Context: an optimization exercise on an open-source flow, tuned for small area and a short achievable clock period. The choices shown serve that exercise and are no tape-out recipe. Only simulation tests tie the RTL to the original design; equivalence was not proved. Power and IR drop assume default switching activity.

run 1:
Design fir32_top, start of the top module:
module fir32_top (
    input  logic        clk,
    input  logic        rst,
    input  logic        clear,
    input  logic        in_valid,
    input  logic [7:0]  xin,
    input  logic        coef_we,
    input  logic [4:0]  coef_addr,
    input  logic [7:0]  coef_data,
    output logic        out_valid,
    output logic [14:0] y,
    output logic        sat
);
Size in the first run: ~730 flip-flops, roughly 43 I/O pins.
Settings: LEC_CHECK=0, CAP_MARGIN=20, CORE_MARGIN=2, CORE_UTILIZATION=38, SLEW_MARGIN=70, SYNTH_HIERARCHICAL=1; clock period 11.0 ns.
run.sh (not shown) runs the stock make flow with config.mk's settings and CLKGATE_MAP_FILE= SYNTH_SCRIPT=/design/flow/synth_recipe.tcl, a recipe that flattens the netlist after the stock synthesis.
Run 1 went all the way through the flow, and no timing, DRC or antenna check failed.
[inputs] run 2 vs run 1
- CAP_MARGIN: 20 -> 60
- CTS_CLUSTER_DIAMETER: unset -> 80
- CORE_UTILIZATION: 38 -> 45
- GPL_ROUTABILITY_DRIVEN: unset -> 0
- CTS_CLUSTER_SIZE: unset -> 24
==> comparison <==
- Run 1 → run 2: worst-case vdd ir drop shows a reduction of about 12%, wire length of the first global-routing pass shrank by 8.9%, worst hold-check slack higher, post-layout total power fell by 0.0011 W.
- Relative to run 1, clock-pin slew on the worst setup and hold paths has increased by 30 ps in run 2.
- Of the two candidates, run 1 has the worse worst path setup slack after routing and run 2 the better one.
- Going from run 1 to run 2, final area shrank by a few percent.
- In the tables for run 1 and run 2, routed wire length reads lower with run 2.
- Between run 1 and run 2, the area after synthesis does not differ in any meaningful way.
- In the reports for run 1 and run 2, the larger fraction of power consumed by combinational cells belongs to run 2.
Here is what was changed in the inputs of run 3 compared with run 2.
- clearing GPL_ROUTABILITY_DRIVEN, which used to be 0
- swapping 60 for 20 in CAP_MARGIN
- swapping 45 for 50 in CORE_UTILIZATION
[summary]
Run 3 vs. run 2: met1 wire length increased by about 23% relative to the old numbers, area of the mapped netlist shows no meaningful change. Min initial antenna violation count across run 2 and run 3: run 2. Diff run 2 -> run 3: overall track demand over capacity in global routing up 9.7 points, area overhead of the layout relative to synthesis up 0.58 points. Run 3 vs run 2 on final standard cell count with taps included and fillers excluded: run 3 is the lower one. From run 2 to run 3 the numbers moved as follows: sequential power share now smaller; number of buffers added by the clock tree synthesis step now larger. Between run 2 and run 3, the die area is lower for run 3. Between run 3 and run 2, it is run 3 whose utilization after layout is higher, by 5.7 points.
Relative to run 3, the following input files were edited for run 4:
- SLEW_MARGIN: 70 -> 50
- CORE_UTILIZATION: 50 -> 45
[summary]
When run 4 is measured against run 3, its placeable core area turns out 0.018 mm2 higher. On sequential power, run 4 tracks run 3 almost exactly. Compared with run 3, run 4 instantiates a larger number of standard cells. Run 4 ended with more data required time at the worst endpoint than run 3. Changes observed in run 4 relative to run 3: cell row count saw an increase, final setup slack of the worst path saw a decrease. Relative to run 3, wire length on met1 increased by 6600 um in run 4. The end point of the critical path comes out u_fir.m_q[69] in one run and u_fir.m_q[86] in the other, namely in run 4 and run 3 respectively. Routed via count shrinks slightly when moving from run 3 to run 4.

========
fir32_top again, from the RTL that the note above started with.
Design fir32_top, start of the top module:
module fir32_top (
    input  logic        clk,
    input  logic        rst,
    input  logic        clear,
    input  logic        in_valid,
    input  logic [7:0]  xin,
    input  logic        coef_we,
    input  logic [4:0]  coef_addr,
    input  logic [7:0]  coef_data,
    output logic        out_valid,
    output logic [14:0] y,
    output logic        sat
);
Settings: LEC_CHECK=0, CAP_MARGIN=75, CORE_MARGIN=2, CORE_UTILIZATION=45, CTS_CLUSTER_DIAMETER=80, CTS_CLUSTER_SIZE=24, SLEW_MARGIN=70, SYNTH_HIERARCHICAL=1; clock period 11.0 ns.
Next try:
CAP_MARGIN = 20   (was 75)
CTS_CLUSTER_DIAMETER = 100   (was 80)
CTS_CLUSTER_SIZE = 30   (was 24)
Effect: Hold slack improves by 0.0041 ns. Die area stays the same. Sequential power came out higher by 8.6%.
Next try:
ABC_CLOCK_PERIOD_IN_PS = 4500   (was unset)
CTS_CLUSTER_DIAMETER = unset   (was 100)
CTS_CLUSTER_SIZE = unset   (was 30)
Effect:
- fmax came out lower by 0.58%
- register-to-register slack degrades by 0.03 ns
- sequential share of layout area came out lower by 0.37 points
- combinational power hardly moves
- final area came out higher by 1.8%
- clock power came out higher by 55%
Next try:
ABC_CLOCK_PERIOD_IN_PS = unset   (was 4500)
CTS_CLUSTER_DIAMETER = 80   (was unset)
CTS_CLUSTER_SIZE = 24   (was unset)
=>
- The new run produced a clean layout
- final area decreases by 1.1%
- via count decreases by 0.47%
- cell count decreases by 0.62%
- setup slack improved by 0.026 ns
- wire length is about the same
- combinational power barely changes
- non-clock buffer count decreases by 2
- clock power decreases by 23%
- worst hold slack improved by 0.015 ns
- power decreases by 9.2%
- fmax increases by 0.58%
Next try:
CTS_CLUSTER_DIAMETER = unset   (was 80)
CTS_CLUSTER_SIZE = unset   (was 24)
After rerunning: Critical path depth stays the same; hold slack loses 0.015 ns; power came out higher by 10%; final cell count is higher by about 0.6%; wire length stays flat; clock power rises by 29%; non-clock buffer count grows by 2; worst setup slack is worse by 0.026 ns; sequential share of layout area is lower by 0.23 points; via count rises by about 0.5%; core utilization climbs by 0.53 points.

[afterwards: timing with drivers on the ports]
The results above use ideal ports. As a check the final layouts listed here were re-extracted and re-timed, cells and wires unchanged. Step 1 assumes that a clkbuf_16 drives the clock port and a buf_2 every other input. Step 2 adds t to the input delays and takes it off the output delays; t is the mean of the earliest and latest rising clock arrival at the registers after step 1. Input paths then give back, and output paths get back, about the clock's delay inside the block. Slacks: no drivers / after step 1 / after step 2; pairs: no drivers / after step 1.
run	shift t [ns]	slack for setup (ns)	worst setup path after step 2	latest minus earliest clock arrival (ns)	slew at the worst register clock pin (ns)
run 1	0.857	6.381 / 6.381 / 5.983	input to register	0.062 / 0.062	0.07 / 0.07
run 2	0.801	6.489 / 6.489 / 6.398	input to register	0.059 / 0.059	0.11 / 0.11
run 3	0.784	6.395 / 6.395 / 6.376	input to register	0.056 / 0.057	0.10 / 0.10
run 4	0.857	6.314 / 6.314 / 6.073	input to register	0.040 / 0.040	0.10 / 0.10
the first run of note 2	0.860	6.494 / 6.494 / 6.404	input to register	0.054 / 0.054	0.10 / 0.10
the second run of note 2	0.786	6.474 / 6.474 / 6.474	register to register	0.051 / 0.051	0.12 / 0.12
the third run of note 2	0.841	6.448 / 6.448 / 6.448	register to register	0.036 / 0.037	0.07 / 0.07
the fourth run of note 2	0.840	6.474 / 6.474 / 6.474	register to register	0.047 / 0.046	0.10 / 0.10
the fifth run of note 2	0.841	6.448 / 6.448 / 6.448	register to register	0.036 / 0.037	0.07 / 0.07
After both steps setup and hold are still met in every run listed. The setup slack of run 1, which loses most, moves by 0.000 ns with the drivers and by -0.398 ns with both steps.
